Source: an optimization exercise on an open RTL-to-GDS flow (aim: small area, a short achievable clock period and few clock cycles per item). Production flows keep margins and buffers that such runs may drop. Function was checked by simulation only, so behaviour that the tests miss may differ from the original. Power is estimated from default activity; no workload was simulated. The flow treats the clock pin as an ideal source, which a real chip does not have.

==> inputs of run a <==
==> flow/design.v <==
package map_ctrl_pkg;
    localparam int unsigned SLOTS    = 144;
    localparam int unsigned CARD_W   = 6;
    localparam int unsigned VB_START = 480;
    localparam logic [1:0] OP_WRITE     = 2'b00;
    localparam logic [1:0] OP_CLEAR     = 2'b01;
    localparam logic [1:0] OP_TOGGLE    = 2'b10;
    localparam logic [1:0] OP_DESEL_ALL = 2'b11;
    localparam logic [CARD_W-1:0] CARD_EMPTY = '0;
    localparam logic GNT_LOC = 1'b0;
    localparam logic GNT_REM = 1'b1;
    typedef enum logic [1:0] {
        StIdle,
        StExec,
        StAck,
        StCommit
    } state_e;
endpackage
module rr_arbiter2 (
    input  logic [1:0] req,
    input  logic       last_grant,
    output logic [1:0] grant
);
    always_comb begin
        grant = req;
        if (req == 2'b11) begin
            grant = last_grant ? 2'b01 : 2'b10;
        end
    end
endmodule
module map_update_ctrl
(
    input  logic                    clk,
    input  logic                    rst,
    input  logic [9:0]              v_cnt,
    input  logic                    loc_req,
    input  logic [1:0]              loc_op,
    input  logic [7:0]              loc_pos,
    input  logic [map_ctrl_pkg::CARD_W-1:0]       loc_card,
    output logic                    loc_ack,
    input  logic                    rem_req,
    input  logic [1:0]              rem_op,
    input  logic [7:0]              rem_pos,
    input  logic [map_ctrl_pkg::CARD_W-1:0]       rem_card,
    output logic                    rem_ack,
    output logic                    err,
    output logic                    busy,
    output logic [map_ctrl_pkg::SLOTS*map_ctrl_pkg::CARD_W-1:0] map,
    output logic [map_ctrl_pkg::SLOTS-1:0] sel_card
);
    localparam int unsigned SLOTS  = map_ctrl_pkg::SLOTS;
    localparam int unsigned CARD_W = map_ctrl_pkg::CARD_W;
    localparam int unsigned VB_START = map_ctrl_pkg::VB_START;
    localparam logic [1:0] OP_WRITE     = map_ctrl_pkg::OP_WRITE;
    localparam logic [1:0] OP_CLEAR     = map_ctrl_pkg::OP_CLEAR;
    localparam logic [1:0] OP_TOGGLE    = map_ctrl_pkg::OP_TOGGLE;
    localparam logic [1:0] OP_DESEL_ALL = map_ctrl_pkg::OP_DESEL_ALL;
    localparam logic GNT_LOC = map_ctrl_pkg::GNT_LOC;
    localparam logic GNT_REM = map_ctrl_pkg::GNT_REM;
    localparam int unsigned ROWS = (SLOTS + 15) / 16;    
    logic            last_grant;    
    logic            vb_q;
    logic            pub_q;         
    logic            rst_q;         
    logic [ROWS-1:0] row_card_q;    
    logic [ROWS-1:0] row_sel_q;     
    logic [15:0]     col_q;         
    logic [CARD_W-1:0] card_q;      
    logic            tog_q;         
    logic            desel_q;       
    logic [SLOTS*CARD_W-1:0] shadow_map;
    logic [SLOTS-1:0]        shadow_sel;
    logic [1:0] elig, grant;
    logic       vb, vb_rise;
    assign elig = {rem_req & ~rem_ack, loc_req & ~loc_ack};
    rr_arbiter2 u_arb (
        .req        (elig),
        .last_grant (last_grant),
        .grant      (grant)
    );
    logic [1:0][ROWS-1:0]   dec_row_card, dec_row_sel;
    logic [1:0][15:0]       dec_col;
    logic [1:0][CARD_W-1:0] dec_card;
    logic [1:0]             dec_tog, dec_desel, dec_err;
    for (genvar q = 0; q < 2; q++) begin : g_dec
        logic [1:0]        op;
        logic [7:0]        pos;
        logic [CARD_W-1:0] card;
        logic              in_range;
        assign op       = q ? rem_op   : loc_op;
        assign pos      = q ? rem_pos  : loc_pos;
        assign card     = q ? rem_card : loc_card;
        assign in_range = (pos < 8'(SLOTS));
        for (genvar r = 0; r < int'(ROWS); r++) begin : g_row
            assign dec_row_card[q][r] = in_range & (pos[7:4] == 4'(r)) &
                                        ((op == OP_WRITE) | (op == OP_CLEAR));
            assign dec_row_sel[q][r]  = in_range & (pos[7:4] == 4'(r)) &
                                        ((op == OP_TOGGLE) | (op == OP_CLEAR));
        end
        for (genvar c = 0; c < 16; c++) begin : g_col
            assign dec_col[q][c] = (pos[3:0] == 4'(c));
        end
        assign dec_card[q]  = (op == OP_WRITE) ? card : '0;
        assign dec_tog[q]   = (op == OP_TOGGLE);
        assign dec_desel[q] = (op == OP_DESEL_ALL);
        assign dec_err[q]   = ~in_range & (op != OP_DESEL_ALL);
    end
    assign vb      = (v_cnt >= 10'(VB_START));
    assign vb_rise = vb & ~vb_q;
    always_ff @(posedge clk or posedge rst) begin
        if (rst) begin
            loc_ack    <= 1'b0;
            rem_ack    <= 1'b0;
            busy       <= 1'b0;
            last_grant <= GNT_REM;
            vb_q       <= 1'b0;
            pub_q      <= 1'b1;
            rst_q      <= 1'b1;
        end else begin
            loc_ack <= grant[0];
            rem_ack <= grant[1];
            busy    <= loc_req | rem_req | vb_rise;
            if (|grant) last_grant <= grant[1];
            vb_q    <= vb;
            pub_q   <= vb_rise;
            rst_q   <= 1'b0;
        end
    end
    always_ff @(posedge clk) begin
        err        <= grant[1] ? dec_err[1] : dec_err[0];
        row_card_q <= ({ROWS{grant[0]}} & dec_row_card[0]) | ({ROWS{grant[1]}} & dec_row_card[1]);
        row_sel_q  <= ({ROWS{grant[0]}} & dec_row_sel[0])  | ({ROWS{grant[1]}} & dec_row_sel[1]);
        col_q      <= grant[1] ? dec_col[1]  : dec_col[0];
        card_q     <= grant[1] ? dec_card[1] : dec_card[0];
        tog_q      <= grant[1] ? dec_tog[1]  : dec_tog[0];
        desel_q    <= (grant[0] & dec_desel[0]) | (grant[1] & dec_desel[1]);
    end
    logic [ROWS-1:0]   row_card_w;
    logic [15:0]       col_w;
    logic [CARD_W-1:0] card_w;
    logic              sel_clr_all;
    assign row_card_w  = row_card_q | {ROWS{rst_q}};
    assign col_w       = col_q | {16{rst_q}};
    assign card_w      = card_q & {CARD_W{~rst_q}};
    assign sel_clr_all = rst_q | desel_q;
    for (genvar s = 0; s < int'(SLOTS); s++) begin : g_slot
        logic wr_card, hit_sel;
        assign wr_card = row_card_w[s / 16] & col_w[s % 16];
        assign hit_sel = row_sel_q[s / 16] & col_q[s % 16];
        always_ff @(posedge clk) begin
            if (wr_card) shadow_map[s*CARD_W +: CARD_W] <= card_w;
            if (sel_clr_all)  shadow_sel[s] <= 1'b0;
            else if (hit_sel) shadow_sel[s] <= tog_q & ~shadow_sel[s];
            if (pub_q) begin
                map[s*CARD_W +: CARD_W] <= shadow_map[s*CARD_W +: CARD_W];
                sel_card[s]             <= shadow_sel[s];
            end
        end
    end
endmodule
==> flow/flow/run.sh <==
#!/bin/bash
# Standard layout with: buf_1 port buffers, no CTS dummy loads, larger CTS sink clusters,
# stronger timing-driven net weights in global placement, and each output's buffer and
# driving register pulled next to its pin before detailed placement (flow/pull_io.tcl).
export BUFFER_PORTS_ARGS="-buffer_cell sky130_fd_sc_hd__buf_1"
export CTS_ARGS="-sink_clustering_enable -repair_clock_nets -dont_use_dummy_load -sink_clustering_size 24 -sink_clustering_max_diameter 60"
export GLOBAL_PLACEMENT_ARGS="-timing_driven_net_weight_max 8 -timing_driven_nets_percentage 35"
export PRE_DETAIL_PLACE_TCL="$PWD/flow/pull_io.tcl"
bash standard.sh > standard.log 2>&1
==> flow/flow/pull_io.tcl <==
# Pull each output port's buffer next to its pin and the register that drives that buffer
# next to the buffer, so the register-to-output paths have short wires. Detailed placement
# (run right after this) legalises the moved cells.
set block [ord::get_db_block]
set core [$block getCoreArea]
set cx0 [$core xMin]; set cy0 [$core yMin]; set cx1 [$core xMax]; set cy1 [$core yMax]
set moved 0
proc pull_io_target {px py dist} {
  upvar cx0 cx0 cy0 cy0 cx1 cx1 cy1 cy1
  # move from the pin straight into the core by dist (dbu)
  set dl [expr {abs($px - $cx0)}]; set dr [expr {abs($cx1 - $px)}]
  set db [expr {abs($py - $cy0)}]; set dt [expr {abs($cy1 - $py)}]
  set m [lindex [lsort -real [list $dl $dr $db $dt]] 0]
  set x [expr {min(max($px, $cx0), $cx1)}]
  set y [expr {min(max($py, $cy0), $cy1)}]
  if {$m == $dl} { set x [expr {$cx0 + $dist}] } elseif {$m == $dr} { set x [expr {$cx1 - $dist}] } \
  elseif {$m == $db} { set y [expr {$cy0 + $dist}] } else { set y [expr {$cy1 - $dist}] }
  return [list $x $y]
}
proc pull_io_driver {net} {
  foreach it [$net getITerms] {
    if {[$it isOutputSignal]} { return [$it getInst] }
  }
  return ""
}
proc pull_io_place {inst x y} {
  set m [$inst getMaster]
  set w [$m getWidth]; set h [$m getHeight]
  $inst setLocation [expr {int($x - $w/2)}] [expr {int($y - $h/2)}]
  $inst setPlacementStatus PLACED
}
foreach bterm [$block getBTerms] {
  if {[$bterm getIoType] ne "OUTPUT"} { continue }
  set net [$bterm getNet]
  if {$net eq "NULL" || $net eq ""} { continue }
  set buf [pull_io_driver $net]
  if {$buf eq ""} { continue }
  set loc [$bterm getFirstPinLocation]
  if {[lindex $loc 0] == 0} { continue }
  set px [lindex $loc 1]; set py [lindex $loc 2]
  set t [pull_io_target $px $py 3000]
  pull_io_place $buf [lindex $t 0] [lindex $t 1]
  set a [$buf findITerm A]
  if {$a eq "NULL" || $a eq ""} { continue }
  set n2 [$a getNet]
  set ff [pull_io_driver $n2]
  if {$ff eq ""} { continue }
  if {![[$ff getMaster] isSequential]} { continue }
  set t [pull_io_target $px $py 9000]
  pull_io_place $ff [lindex $t 0] [lindex $t 1]
  incr moved
}
puts "pull_io: moved $moved output registers and their buffers"
==> flow/standard.sh <==
#!/bin/bash
# synth_recipe.tcl (not shown) runs the flow's synth.tcl, then flattens the netlist and writes it again
# the make line also repeats each setting of config.mk as NAME=value (left out here)
make -C /OpenROAD-flow-scripts/flow DESIGN_CONFIG=/design/flow/config.mk WORK_HOME=/design/flow/orfs CLKGATE_MAP_FILE= SYNTH_SCRIPT=/design/flow/synth_recipe.tcl "${@:-finish}"
==> flow/config.mk <==
export PLATFORM = sky130hd
export DESIGN_NAME = map_update_ctrl
export DESIGN_NICKNAME = map_update_ctrl
export VERILOG_FILES = /design/flow/design.v
export SDC_FILE = /design/flow/constraint.sdc
export NUM_CORES = 4
export LEC_CHECK = 0
export CAP_MARGIN = 20
export CORE_MARGIN = 2
export CORE_UTILIZATION = 65
export PLACE_DENSITY_LB_ADDON = 0.15
export SETUP_SLACK_MARGIN = 3.1
export SLEW_MARGIN = 20
==> flow/constraint.sdc <==
create_clock -name core_clock -period 5.5 [get_ports {clk}]
set_input_delay 1.1000 -clock core_clock [delete_from_list [all_inputs] [get_ports {clk}]]
set_output_delay 1.1000 -clock core_clock [all_outputs]
set_load 0.01 [all_outputs]
==> run b (differences from run a) <==
--- a/flow/design.v
+++ b/flow/design.v
@@ -73,3 +73,7 @@
     logic [1:0] elig, grant;
-    logic       vb, vb_rise;
+    logic       g_rem, g_any;
+    logic [1:0] op_s;
+    logic [7:0] pos_s;
+    logic [CARD_W-1:0] card_s;
+    logic       in_range, vb, vb_rise;
     assign elig = {rem_req & ~rem_ack, loc_req & ~loc_ack};
@@ -80,29 +84,8 @@
     );
-    logic [1:0][ROWS-1:0]   dec_row_card, dec_row_sel;
-    logic [1:0][15:0]       dec_col;
-    logic [1:0][CARD_W-1:0] dec_card;
-    logic [1:0]             dec_tog, dec_desel, dec_err;
-    for (genvar q = 0; q < 2; q++) begin : g_dec
-        logic [1:0]        op;
-        logic [7:0]        pos;
-        logic [CARD_W-1:0] card;
-        logic              in_range;
-        assign op       = q ? rem_op   : loc_op;
-        assign pos      = q ? rem_pos  : loc_pos;
-        assign card     = q ? rem_card : loc_card;
-        assign in_range = (pos < 8'(SLOTS));
-        for (genvar r = 0; r < int'(ROWS); r++) begin : g_row
-            assign dec_row_card[q][r] = in_range & (pos[7:4] == 4'(r)) &
-                                        ((op == OP_WRITE) | (op == OP_CLEAR));
-            assign dec_row_sel[q][r]  = in_range & (pos[7:4] == 4'(r)) &
-                                        ((op == OP_TOGGLE) | (op == OP_CLEAR));
-        end
-        for (genvar c = 0; c < 16; c++) begin : g_col
-            assign dec_col[q][c] = (pos[3:0] == 4'(c));
-        end
-        assign dec_card[q]  = (op == OP_WRITE) ? card : '0;
-        assign dec_tog[q]   = (op == OP_TOGGLE);
-        assign dec_desel[q] = (op == OP_DESEL_ALL);
-        assign dec_err[q]   = ~in_range & (op != OP_DESEL_ALL);
-    end
+    assign g_rem   = grant[1];
+    assign g_any   = |grant;
+    assign op_s    = g_rem ? rem_op   : loc_op;
+    assign pos_s   = g_rem ? rem_pos  : loc_pos;
+    assign card_s  = g_rem ? rem_card : loc_card;
+    assign in_range = (pos_s < 8'(SLOTS));
     assign vb      = (v_cnt >= 10'(VB_START));
@@ -122,3 +105,3 @@
             busy    <= loc_req | rem_req | vb_rise;
-            if (|grant) last_grant <= grant[1];
+            if (g_any) last_grant <= g_rem;
             vb_q    <= vb;
@@ -129,9 +112,13 @@
     always_ff @(posedge clk) begin
-        err        <= grant[1] ? dec_err[1] : dec_err[0];
-        row_card_q <= ({ROWS{grant[0]}} & dec_row_card[0]) | ({ROWS{grant[1]}} & dec_row_card[1]);
-        row_sel_q  <= ({ROWS{grant[0]}} & dec_row_sel[0])  | ({ROWS{grant[1]}} & dec_row_sel[1]);
-        col_q      <= grant[1] ? dec_col[1]  : dec_col[0];
-        card_q     <= grant[1] ? dec_card[1] : dec_card[0];
-        tog_q      <= grant[1] ? dec_tog[1]  : dec_tog[0];
-        desel_q    <= (grant[0] & dec_desel[0]) | (grant[1] & dec_desel[1]);
+        err     <= ~in_range & (op_s != OP_DESEL_ALL);
+        for (int r = 0; r < int'(ROWS); r++) begin
+            row_card_q[r] <= g_any & in_range & (pos_s[7:4] == 4'(r)) &
+                             ((op_s == OP_WRITE) | (op_s == OP_CLEAR));
+            row_sel_q[r]  <= g_any & in_range & (pos_s[7:4] == 4'(r)) &
+                             ((op_s == OP_TOGGLE) | (op_s == OP_CLEAR));
+        end
+        for (int c = 0; c < 16; c++) col_q[c] <= (pos_s[3:0] == 4'(c));
+        card_q  <= (op_s == OP_WRITE) ? card_s : '0;
+        tog_q   <= (op_s == OP_TOGGLE);
+        desel_q <= g_any & (op_s == OP_DESEL_ALL);
     end
==> flow/flow/run.sh (replaced) <==
#!/bin/bash
# Standard layout with: buf_1 port buffers, no CTS dummy loads, larger CTS sink clusters,
# and stronger timing-driven net weights in global placement.
export BUFFER_PORTS_ARGS="-buffer_cell sky130_fd_sc_hd__buf_1"
export CTS_ARGS="-sink_clustering_enable -repair_clock_nets -dont_use_dummy_load -sink_clustering_size 32 -sink_clustering_max_diameter 70"
export GLOBAL_PLACEMENT_ARGS="-timing_driven_net_weight_max 8 -timing_driven_nets_percentage 35"
bash standard.sh > standard.log 2>&1
removed: flow/flow/pull_io.tcl
==> run c (differences from run a) <==
==> flow/flow/run.sh (replaced) <==
#!/bin/bash
# Standard layout with: buf_1 port buffers, no CTS dummy loads, larger CTS sink clusters,
# and stronger timing-driven net weights in global placement.
export BUFFER_PORTS_ARGS="-buffer_cell sky130_fd_sc_hd__buf_1"
export CTS_ARGS="-sink_clustering_enable -repair_clock_nets -dont_use_dummy_load -sink_clustering_size 24 -sink_clustering_max_diameter 60"
export GLOBAL_PLACEMENT_ARGS="-timing_driven_net_weight_max 25 -timing_driven_nets_percentage 50"
bash standard.sh > standard.log 2>&1
removed: flow/flow/pull_io.tcl
==> comparison <==
- Core utilization: run b < run c < run a.
- Fmax: run a is lower than run c (3.4%).
- Clock-buffer cell count: run b < run c < run a.
- In sequential power, run c and run b hardly differ.
- Wire length: run a > run c > run b.
- Clock power: run a is higher than run c (about 5%).
- The lowest design area belongs to run c, the highest to run a.
- Total power: run a is higher than run c (about 2.4%).
- In run a the first-iteration DRC count is larger than in run b, by about 60%.
- Between run b and run a, the lower synthesized cell count is in run a (gap 0.82%, measured against run a).
- The lowest global-route usage belongs to run b, the highest to run a.
==> figures <==
	run a	run b	run c
Status	finished clean	finished clean	finished clean
Die Y-Extent	320.3 um	321.4 um	320.3 um
Clock-pin transition on the worst setup and hold timing paths	100 ps	110 ps	80 ps
Multiplexer share of the synthesized area	0.002809	0.0004777	0.002809
Flip-flop and latch share of the layout cell area	0.8057	0.8097	0.8108
Min cycle time layout	2562 ps	2523 ps	2475 ps
Width of the die	320.3 um	321.4 um	320.3 um
Upper clock frequency limit	0.3903 GHz	0.3964 GHz	0.4040 GHz
Initial Utilization	0.6531	0.6547	0.6531
Met2 global-route usage	0.6638	0.5286	0.5457
HPWL after DPL	130800 um	108000 um	117700 um
Net switching power figure	6.319 mW	5.608 mW	5.783 mW
First-pass GRT wire length	279000 um	225200 um	235500 um
Complex-gate fraction of the synthesized area	0.05151	0.06008	0.05151
Basic-gate share of the synthesized area counting and, or, nand and nor cells	0.008774	0.009478	0.008774
Final core utilization	0.7499	0.7430	0.7453
Number of non-filler instances in the completed layout	5225	5176	5194
Number of gates resized after CTS	163	534	182
Tightest Pin Transition	1153 ps	1174 ps	1155 ps
Met1 wire length	62160 um	58560 um	61590 um
Synthesized netlist cell count	2819	2842	2819
Clock group total power	8.41 mW	6.86 mW	8.00 mW
IR Drop Worst-Case VDD	318.0 uV	303.5 uV	305.9 uV
Testbench counts of run a, summed over its fixed seeds: cycles 4,808, edits 4,800.
Testbench counts of run b, summed over its fixed seeds: cycles 4,808, edits 4,800.
Testbench counts of run c, summed over its fixed seeds: cycles 4,808, edits 4,800.

-- afterwards: timing with drivers on the ports --
The results above use ideal ports. As a check the final layouts listed here were re-extracted and re-timed, cells and wires unchanged. Step 1 sets driving cells, clkbuf_16 on the clock port and buf_2 on the other inputs (assumed; they add their load-dependent delay and slew). Step 2, shift: input delay + t, output delay - t, t = (earliest + latest rising clock arrival at the registers) / 2. This alone moves slack from input paths to output paths. Three values: ideal ports, drivers, drivers and shift; two values: the first two.
| run | t (ns) | setup WS [ns] | worst hold slack (ns) | latest minus earliest clock arrival (ns) |
|---|---|---|---|---|
| run a | 0.765 | 2.938 / 2.864 / 2.617 | 0.344 / 0.299 / 0.377 | 0.100 / 0.101 |
| run b | 0.744 | 2.977 / 2.900 / 2.536 | 0.328 / 0.270 / 0.382 | 0.086 / 0.087 |
| run c | 0.750 | 3.025 / 2.950 / 2.650 | 0.360 / 0.311 / 0.385 | 0.067 / 0.068 |
After both steps setup and hold are still met in every run listed. For run b, which loses most, drivers alone change the setup slack by -0.077 ns; drivers and shift together by -0.441 ns.
